This is an optimization exercise on Yosys and OpenROAD, whose aim is small area and a short achievable clock period, not a production implementation. The RTL was checked by simulation tests, not by an equivalence proof against the original design. Power figures rest on the tool's default switching activity, not on a simulated workload.

// daq_core
module daq_core (
    input  logic        BUS_CLK,
    input  logic        BUS_RST,
    input  logic [15:0] bus_add,
    input  logic [7:0]  bus_wr_data,
    output logic [7:0]  bus_rd_data,
    input  logic        bus_rd,
    input  logic        bus_wr,
    input  logic        trig_in,
    input  logic        inj_loop_in,
    input  logic        hitor_in,
    output logic        inj_pulse,
    output logic        resetb_ext,
    output logic [4:0]  led,
    input  logic        arb_ready,
    output logic        arb_write,
    output logic [31:0] arb_data
);
Size: roughly 610 flip-flops, about 80 I/O pins, ~0.023 sq mm of cells after synthesis.
==> flow/config.mk <==
export PLATFORM = sky130hd
export DESIGN_NAME = daq_core
export DESIGN_NICKNAME = daq_core
export VERILOG_FILES = /design/flow/design.v
export SDC_FILE = /design/flow/constraint.sdc
export NUM_CORES = 4
export LEC_CHECK = 0
export CAP_MARGIN = 20
export CORE_MARGIN = 2
export CORE_UTILIZATION = 65
export CTS_CLUSTER_DIAMETER = 80
export CTS_CLUSTER_SIZE = 30
export SETUP_SLACK_MARGIN = 1.4
export SLEW_MARGIN = 20
==> flow/constraint.sdc <==
create_clock -name core_clock -period 3.0 [get_ports {BUS_CLK}]
set_input_delay 0.6000 -clock core_clock [delete_from_list [all_inputs] [get_ports {BUS_CLK}]]
set_output_delay 0.6000 -clock core_clock [all_outputs]
set_load 0.01 [all_outputs]
standard.sh (not shown) runs the stock make flow with config.mk's settings and CLKGATE_MAP_FILE= SYNTH_SCRIPT=/design/flow/synth_recipe.tcl, a recipe that flattens the netlist after the stock synthesis.
==> flow/flow/run.sh <==
#!/bin/bash
set -euo pipefail
export OWN_FLOW_DIR="$PWD/flow"
export CTS_ARGS="-sink_clustering_enable -repair_clock_nets -sink_clustering_size 30 -sink_clustering_max_diameter 80 -dont_use_dummy_load"
export BUFFER_PORTS_ARGS="-buffer_cell sky130_fd_sc_hd__buf_2"
export POST_GLOBAL_ROUTE_TCL="$OWN_FLOW_DIR/post_grt.tcl"
export DS_LOCAL_MARGIN=1.33
export DS_GLOBAL_MARGIN=1.40
bash standard.sh > standard_flow.log 2>&1
==> flow/flow/downsize.tcl <==
# Area recovery that keeps timing: swap each cell for the smallest cell of its own
# family (same name up to the drive-strength suffix) that keeps the slack of every
# pin of the cell at or above DS_LOCAL ns and the design's worst slack at or above
# its value before the pass (or DS_GLOBAL ns if that is lower). Clock-tree cells,
# tap and filler cells are left alone.
proc ds_run {local_margin global_margin} {
  set dont_use {}
  if {[info exists ::env(DONT_USE_CELLS)]} { set dont_use $::env(DONT_USE_CELLS) }
  set wns0 [expr {[sta::worst_slack_cmd max] * 1e9}]
  set gmin [expr {min($wns0, $global_margin)}]
  # family -> list of {area libcell}
  array set fam {}
  foreach lc [get_lib_cells sky130_fd_sc_hd__*] {
    set n [get_name $lc]
    if {[lsearch -exact $dont_use $n] >= 0} continue
    if {![regexp {^(.*)_([0-9]+)$} $n -> base drv]} continue
    lappend fam($base) [list [get_property $lc area] $n]
  }
  foreach b [array names fam] { set fam($b) [lsort -real -index 0 $fam($b)] }
  set saved 0.0
  set swaps 0
  foreach inst [get_cells *] {
    set ref [get_property $inst ref_name]
    if {![regexp {^(.*)_([0-9]+)$} $ref -> base drv]} continue
    if {[string match "*clkbuf*" $ref] || [string match "*clkinv*" $ref] || [string match "*tap*" $ref] || [string match "*fill*" $ref] || [string match "*decap*" $ref] || [string match "*conb*" $ref]} continue
    if {![info exists fam($base)]} continue
    set iname [get_full_name $inst]
    if {[string match "clk*" $iname]} continue
    set a0 [get_property [get_lib_cells $ref] area]
    foreach cand $fam($base) {
      lassign $cand a n
      if {$a >= $a0} break
      replace_cell $inst $n
      estimate_parasitics -global_routing
      set ok 1
      foreach p [get_pins -of_objects $inst] {
        set s [get_property $p slack_max]
        if {$s ne "" && $s < $local_margin} { set ok 0; break }
      }
      if {$ok && [sta::worst_slack_cmd max] * 1e9 < $gmin} { set ok 0 }
      if {$ok} {
        set saved [expr {$saved + $a0 - $a}]
        incr swaps
        break
      }
      replace_cell $inst $ref
      estimate_parasitics -global_routing
    }
  }
  puts "downsize: $swaps cells, [format %.1f $saved] um2 saved, worst slack [format %.3f [expr {[sta::worst_slack_cmd max]*1e9}]] (was [format %.3f $wns0])"
}
==> flow/flow/post_grt.tcl <==
# Hook run by ORFS's global_route.tcl after its timing repair (POST_GLOBAL_ROUTE_TCL):
# recover area on cells with slack to spare, then reroute the touched nets and
# rewrite the route guides for detailed routing.
source $::env(OWN_FLOW_DIR)/downsize.tcl
global_route -start_incremental
ds_run $::env(DS_LOCAL_MARGIN) $::env(DS_GLOBAL_MARGIN)
global_route -end_incremental
estimate_parasitics -global_routing
report_worst_slack
report_design_area
write_guides $::env(RESULTS_DIR)/route.guide
Rerun with:
--- a/flow/flow/run.sh
+++ b/flow/flow/run.sh
@@ -7 +7 @@
-export DS_LOCAL_MARGIN=1.33
+export DS_LOCAL_MARGIN=1.37
--- a/flow/flow/downsize.tcl
+++ b/flow/flow/downsize.tcl
@@ -4,2 +4,3 @@
-# its value before the pass (or DS_GLOBAL ns if that is lower). Clock-tree cells,
-# tap and filler cells are left alone.
+# its value before the pass (or DS_GLOBAL ns if that is lower), with no new max-slew
+# or max-capacitance violation and the worst hold slack kept above 0.05 ns (or its
+# value before the pass if lower). Clock-tree cells, tap and filler cells are left alone.
@@ -10,0 +12,4 @@
+  set hold0 [expr {[sta::worst_slack_cmd min] * 1e9}]
+  set hmin [expr {min($hold0, 0.05)}]
+  set slew0 [sta::max_slew_violation_count]
+  set cap0 [sta::max_capacitance_violation_count]
@@ -40,0 +46,2 @@
+      if {$ok && [sta::worst_slack_cmd min] * 1e9 < $hmin} { set ok 0 }
+      if {$ok && ([sta::max_slew_violation_count] > $slew0 || [sta::max_capacitance_violation_count] > $cap0)} { set ok 0 }
@@ -50 +57 @@
-  puts "downsize: $swaps cells, [format %.1f $saved] um2 saved, worst slack [format %.3f [expr {[sta::worst_slack_cmd max]*1e9}]] (was [format %.3f $wns0])"
+  puts "downsize: $swaps cells, [format %.1f $saved] um2 saved, worst slack [format %.3f [expr {[sta::worst_slack_cmd max]*1e9}]] (was [format %.3f $wns0]), worst hold slack [format %.3f [expr {[sta::worst_slack_cmd min]*1e9}]], slew/cap violations [sta::max_slew_violation_count]/[sta::max_capacitance_violation_count]"
SETUP_SLACK_MARGIN = 1.45   (was 1.4)
Final area came out higher by a few percent.
Combinational power climbs by a few percent.
Wire length barely changes.
Final cell count increases slightly.
Core utilization goes up by 1.6 points.
Rerun with:
--- a/flow/flow/run.sh
+++ b/flow/flow/run.sh
@@ -7 +7 @@
-export DS_LOCAL_MARGIN=1.37
+export DS_LOCAL_MARGIN=1.42
--- a/flow/flow/downsize.tcl
+++ b/flow/flow/downsize.tcl
@@ -4,3 +4,2 @@
-# its value before the pass (or DS_GLOBAL ns if that is lower), with no new max-slew
-# or max-capacitance violation and the worst hold slack kept above 0.05 ns (or its
-# value before the pass if lower). Clock-tree cells, tap and filler cells are left alone.
+# its value before the pass (or DS_GLOBAL ns if that is lower). Clock-tree cells,
+# tap and filler cells are left alone.
@@ -12,4 +10,0 @@
-  set hold0 [expr {[sta::worst_slack_cmd min] * 1e9}]
-  set hmin [expr {min($hold0, 0.05)}]
-  set slew0 [sta::max_slew_violation_count]
-  set cap0 [sta::max_capacitance_violation_count]
@@ -46,2 +40,0 @@
-      if {$ok && [sta::worst_slack_cmd min] * 1e9 < $hmin} { set ok 0 }
-      if {$ok && ([sta::max_slew_violation_count] > $slew0 || [sta::max_capacitance_violation_count] > $cap0)} { set ok 0 }
@@ -57 +50 @@
-  puts "downsize: $swaps cells, [format %.1f $saved] um2 saved, worst slack [format %.3f [expr {[sta::worst_slack_cmd max]*1e9}]] (was [format %.3f $wns0]), worst hold slack [format %.3f [expr {[sta::worst_slack_cmd min]*1e9}]], slew/cap violations [sta::max_slew_violation_count]/[sta::max_capacitance_violation_count]"
+  puts "downsize: $swaps cells, [format %.1f $saved] um2 saved, worst slack [format %.3f [expr {[sta::worst_slack_cmd max]*1e9}]] (was [format %.3f $wns0])"
SETUP_SLACK_MARGIN = 1.4   (was 1.45)
Power goes down by 0.42%.
Die area stays the same.
Wire length is about the same.
Rerun with:
--- a/flow/flow/run.sh
+++ b/flow/flow/run.sh
@@ -7 +7 @@
-export DS_LOCAL_MARGIN=1.42
+export DS_LOCAL_MARGIN=1.37
--- a/flow/flow/downsize.tcl
+++ b/flow/flow/downsize.tcl
@@ -4,2 +4,3 @@
-# its value before the pass (or DS_GLOBAL ns if that is lower). Clock-tree cells,
-# tap and filler cells are left alone.
+# its value before the pass (or DS_GLOBAL ns if that is lower), with no new max-slew
+# or max-capacitance violation and the worst hold slack kept above 0.05 ns (or its
+# value before the pass if lower). Clock-tree cells, tap and filler cells are left alone.
@@ -10,0 +12,4 @@
+  set hold0 [expr {[sta::worst_slack_cmd min] * 1e9}]
+  set hmin [expr {min($hold0, 0.05)}]
+  set slew0 [sta::max_slew_violation_count]
+  set cap0 [sta::max_capacitance_violation_count]
@@ -40,0 +46,2 @@
+      if {$ok && [sta::worst_slack_cmd min] * 1e9 < $hmin} { set ok 0 }
+      if {$ok && ([sta::max_slew_violation_count] > $slew0 || [sta::max_capacitance_violation_count] > $cap0)} { set ok 0 }
@@ -50 +57 @@
-  puts "downsize: $swaps cells, [format %.1f $saved] um2 saved, worst slack [format %.3f [expr {[sta::worst_slack_cmd max]*1e9}]] (was [format %.3f $wns0])"
+  puts "downsize: $swaps cells, [format %.1f $saved] um2 saved, worst slack [format %.3f [expr {[sta::worst_slack_cmd max]*1e9}]] (was [format %.3f $wns0]), worst hold slack [format %.3f [expr {[sta::worst_slack_cmd min]*1e9}]], slew/cap violations [sta::max_slew_violation_count]/[sta::max_capacitance_violation_count]"
SETUP_SLACK_MARGIN = 1.38   (was 1.4)
=>
- final area came out lower by 1.6%
- setup slack got worse by 0.054 ns
- clock power went up by about 1%
- clock-buffer cell count is higher by 1
- maximum frequency falls by 3.1%
- critical path depth goes up by 4
- wire length drops by 3.7%
- final cell count came out lower by 0.80%
- total power increases by 0.34%
- via count drops by 1.3%
- non-clock buffer count goes down by 17
Rerun with:
--- a/flow/flow/downsize.tcl
+++ b/flow/flow/downsize.tcl
@@ -4,3 +4,2 @@
-# its value before the pass (or DS_GLOBAL ns if that is lower), with no new max-slew
-# or max-capacitance violation and the worst hold slack kept above 0.05 ns (or its
-# value before the pass if lower). Clock-tree cells, tap and filler cells are left alone.
+# its value before the pass (or DS_GLOBAL ns if that is lower). Clock-tree cells,
+# tap and filler cells are left alone.
@@ -12,4 +10,0 @@
-  set hold0 [expr {[sta::worst_slack_cmd min] * 1e9}]
-  set hmin [expr {min($hold0, 0.05)}]
-  set slew0 [sta::max_slew_violation_count]
-  set cap0 [sta::max_capacitance_violation_count]
@@ -46,2 +40,0 @@
-      if {$ok && [sta::worst_slack_cmd min] * 1e9 < $hmin} { set ok 0 }
-      if {$ok && ([sta::max_slew_violation_count] > $slew0 || [sta::max_capacitance_violation_count] > $cap0)} { set ok 0 }
@@ -57 +50 @@
-  puts "downsize: $swaps cells, [format %.1f $saved] um2 saved, worst slack [format %.3f [expr {[sta::worst_slack_cmd max]*1e9}]] (was [format %.3f $wns0]), worst hold slack [format %.3f [expr {[sta::worst_slack_cmd min]*1e9}]], slew/cap violations [sta::max_slew_violation_count]/[sta::max_capacitance_violation_count]"
+  puts "downsize: $swaps cells, [format %.1f $saved] um2 saved, worst slack [format %.3f [expr {[sta::worst_slack_cmd max]*1e9}]] (was [format %.3f $wns0])"
SETUP_SLACK_MARGIN = 1.4   (was 1.38)
The changed run passed the timing, DRC and antenna checks.
Utilization is higher by 0.48 points.
Die area is unchanged.
Design area rose by 0.64%.
Critical path depth shrinks by 4.
Global-route usage stays flat.
Rerun with:
--- a/flow/flow/run.sh
+++ b/flow/flow/run.sh
@@ -7 +7 @@
-export DS_LOCAL_MARGIN=1.37
+export DS_LOCAL_MARGIN=1.35
Setup slack barely changes. Clock skew is about the same. Core utilization drops by 0.27 points. Total power barely changes. Die area stays the same.

Starting RTL as in the previous note.
Settings: LEC_CHECK=0, ABC_CLOCK_PERIOD_IN_PS=1500, CAP_MARGIN=20, CORE_MARGIN=2, CORE_UTILIZATION=60, CTS_CLUSTER_DIAMETER=80, CTS_CLUSTER_SIZE=30, SETUP_SLACK_MARGIN=1.4, SLEW_MARGIN=20; clock period 3.0 ns.
run.sh (not shown) runs the stock make flow with config.mk's settings and CLKGATE_MAP_FILE= SYNTH_SCRIPT=/design/flow/synth_recipe.tcl, a recipe that flattens the netlist after the stock synthesis.
Stock flow here: none of the scripts above is used.
The starting point went through all stages and came out clean.
Change:
CORE_UTILIZATION = 65   (was 60)
SETUP_SLACK_MARGIN = 1.3   (was 1.4)
Sequential share of layout area grows by 2.6 points. Design area drops by 4.2%. Maximum frequency went down by 3.9%. Power is lower by 5.6%. Non-clock buffer count falls by 29. Register-to-register slack gets worse by 0.06 ns. Routed wire length went down by 4.9%. Die area falls by 7.5%.
Change:
==> flow/flow/run.sh (new file) <==
#!/bin/bash
set -euo pipefail
export CTS_ARGS="-sink_clustering_enable -repair_clock_nets -sink_clustering_size 30 -sink_clustering_max_diameter 80 -dont_use_dummy_load"
export BUFFER_PORTS_ARGS="-buffer_cell sky130_fd_sc_hd__buf_2"
bash standard.sh > standard_flow.log 2>&1
==> flow/standard.sh (new file) <==
#!/bin/bash
# synth_recipe.tcl (not shown) runs the flow's synth.tcl, then flattens the netlist and writes it again
# the make line also repeats each setting of config.mk as NAME=value (left out here)
make -C /OpenROAD-flow-scripts/flow DESIGN_CONFIG=/design/flow/config.mk WORK_HOME=/design/flow/orfs CLKGATE_MAP_FILE= SYNTH_SCRIPT=/design/flow/synth_recipe.tcl "${@:-finish}"
ABC_CLOCK_PERIOD_IN_PS = default   (was 1500)
SETUP_SLACK_MARGIN = 1.4   (was 1.3)
removed: flow/run.sh
=> Clock power drops by 14%; wire length climbs by 3.7%; count of clock-buffer cells in the layout drops by 12; global-route usage stays flat; synthesized cell count does not change; critical path depth does not change; non-clock buffer count climbs by 17; synthesized area is unchanged; hold slack is worse by 0.17 ns; die area does not change.
Change:
==> flow/run.sh (new file) <==
#!/bin/bash
# synth_recipe.tcl (not shown) runs the flow's synth.tcl, then flattens the netlist and writes it again
# the make line also repeats each setting of config.mk as NAME=value (left out here)
make -C /OpenROAD-flow-scripts/flow DESIGN_CONFIG=/design/flow/config.mk WORK_HOME=/design/flow/orfs CLKGATE_MAP_FILE= SYNTH_SCRIPT=/design/flow/synth_recipe.tcl finish
ABC_CLOCK_PERIOD_IN_PS = 1500   (was default)
removed: flow/flow/run.sh
removed: flow/standard.sh
Die area stays the same; critical path depth is unchanged; worst setup slack got worse by 0.015 ns; routed wire length falls by 2.9%; maximum frequency falls by 0.89%; count of clock-buffer cells in the layout rises by 13; total power rises by 3.9%; sequential power is about the same; sequential cell count is unchanged.

Starting RTL as in the previous note.
==> flow/config.mk <==
export PLATFORM = sky130hd
export DESIGN_NAME = daq_core
export DESIGN_NICKNAME = daq_core
export VERILOG_FILES = /design/flow/design.v
export SDC_FILE = /design/flow/constraint.sdc
export NUM_CORES = 4
export LEC_CHECK = 0
export CAP_MARGIN = 20
export CORE_MARGIN = 2
export CORE_UTILIZATION = 65
export CTS_CLUSTER_DIAMETER = 80
export CTS_CLUSTER_SIZE = 30
export SETUP_SLACK_MARGIN = 1.3
export SLEW_MARGIN = 20
==> flow/constraint.sdc <==
create_clock -name core_clock -period 3.0 [get_ports {BUS_CLK}]
set_input_delay 0.6000 -clock core_clock [delete_from_list [all_inputs] [get_ports {BUS_CLK}]]
set_output_delay 0.6000 -clock core_clock [all_outputs]
set_load 0.01 [all_outputs]
standard.sh (not shown) runs the stock make flow with config.mk's settings and CLKGATE_MAP_FILE= SYNTH_SCRIPT=/design/flow/synth_recipe.tcl, a recipe that flattens the netlist after the stock synthesis.
==> flow/flow/run.sh <==
#!/bin/bash
set -euo pipefail
export CTS_ARGS="-sink_clustering_enable -repair_clock_nets -sink_clustering_size 30 -sink_clustering_max_diameter 80 -dont_use_dummy_load"
export BUFFER_PORTS_ARGS="-buffer_cell sky130_fd_sc_hd__buf_2"
bash standard.sh > standard_flow.log 2>&1
The first run produced a clean layout.
Change:
- SETUP_SLACK_MARGIN: 1.3 -> 1.5
The new run finished with timing, DRC and antenna clean.
Via count rises by 4.4%.
Clock-buffer cell count does not change.
Synthesized cell count does not change.
Change:
==> flow/run.sh (new file) <==
#!/bin/bash
# synth_recipe.tcl (not shown) runs the flow's synth.tcl, then flattens the netlist and writes it again
# the make line also repeats each setting of config.mk as NAME=value (left out here)
make -C /OpenROAD-flow-scripts/flow DESIGN_CONFIG=/design/flow/config.mk WORK_HOME=/design/flow/orfs CLKGATE_MAP_FILE= SYNTH_SCRIPT=/design/flow/synth_recipe.tcl finish
- ABC_CLOCK_PERIOD_IN_PS: default -> 1500
- SETUP_SLACK_MARGIN: 1.5 -> 1.35
removed: flow/flow/run.sh
removed: flow/standard.sh
What happened:
- first-iteration DRC count decreases by 3.8%
- cell count goes down by about 0.8%
- cell area falls by about 4%
- wire length decreases by 5.2%
- via count is lower by 1.5%

==> what the ideal ports hide <==
Ports are ideal in the flow. The routed layouts listed here were re-timed in OpenROAD. Step 1 sets driving cells, clkbuf_16 on the clock port and buf_2 on the other inputs (assumed; they add their load-dependent delay and slew). Step 2 moves the port delays by t, midway between the first and last clock arrival at a register: inputs arrive t later, outputs are due t later. That takes back most of the time a late clock gives input paths. a / b / c = ideal ports / drivers / drivers and shift; a / b = the first two.
run	t, ns	setup WS [ns]	worst setup path after step 2	pins driven straight from the clock port
the first run of note 1	0.621	1.315 / 1.260 / 0.789	input to register	1
the second run of note 1	0.633	1.297 / 1.274 / 0.806	input to register	1
the third run of note 1	0.617	1.323 / 1.268 / 0.811	input to register	1
the fourth run of note 1	0.615	1.268 / 1.268 / 0.773	input to register	1
the fifth run of note 1	0.618	1.322 / 1.267 / 0.814	input to register	1
the sixth run of note 1	0.619	1.321 / 1.266 / 0.807	input to register	1
the first run of note 2	0.619	1.312 / 1.262 / 0.765	input to register	1
the second run of note 2	0.643	1.243 / 1.186 / 0.692	input to register	1
the third run of note 2	0.616	1.324 / 1.269 / 0.807	input to register	1
the fourth run of note 2	0.637	1.308 / 1.251 / 0.801	input to register	1
the first run of note 3	0.617	1.236 / 1.236 / 0.751	input to register	1
the second run of note 3	0.619	1.312 / 1.292 / 0.796	input to register	1
the third run of note 3	0.636	1.276 / 1.257 / 0.774	input to register	1
After both steps setup and hold are still met in every run listed. The setup slack of the second run of note 2, which loses most, moves by -0.057 ns with the drivers and by -0.551 ns with both steps.
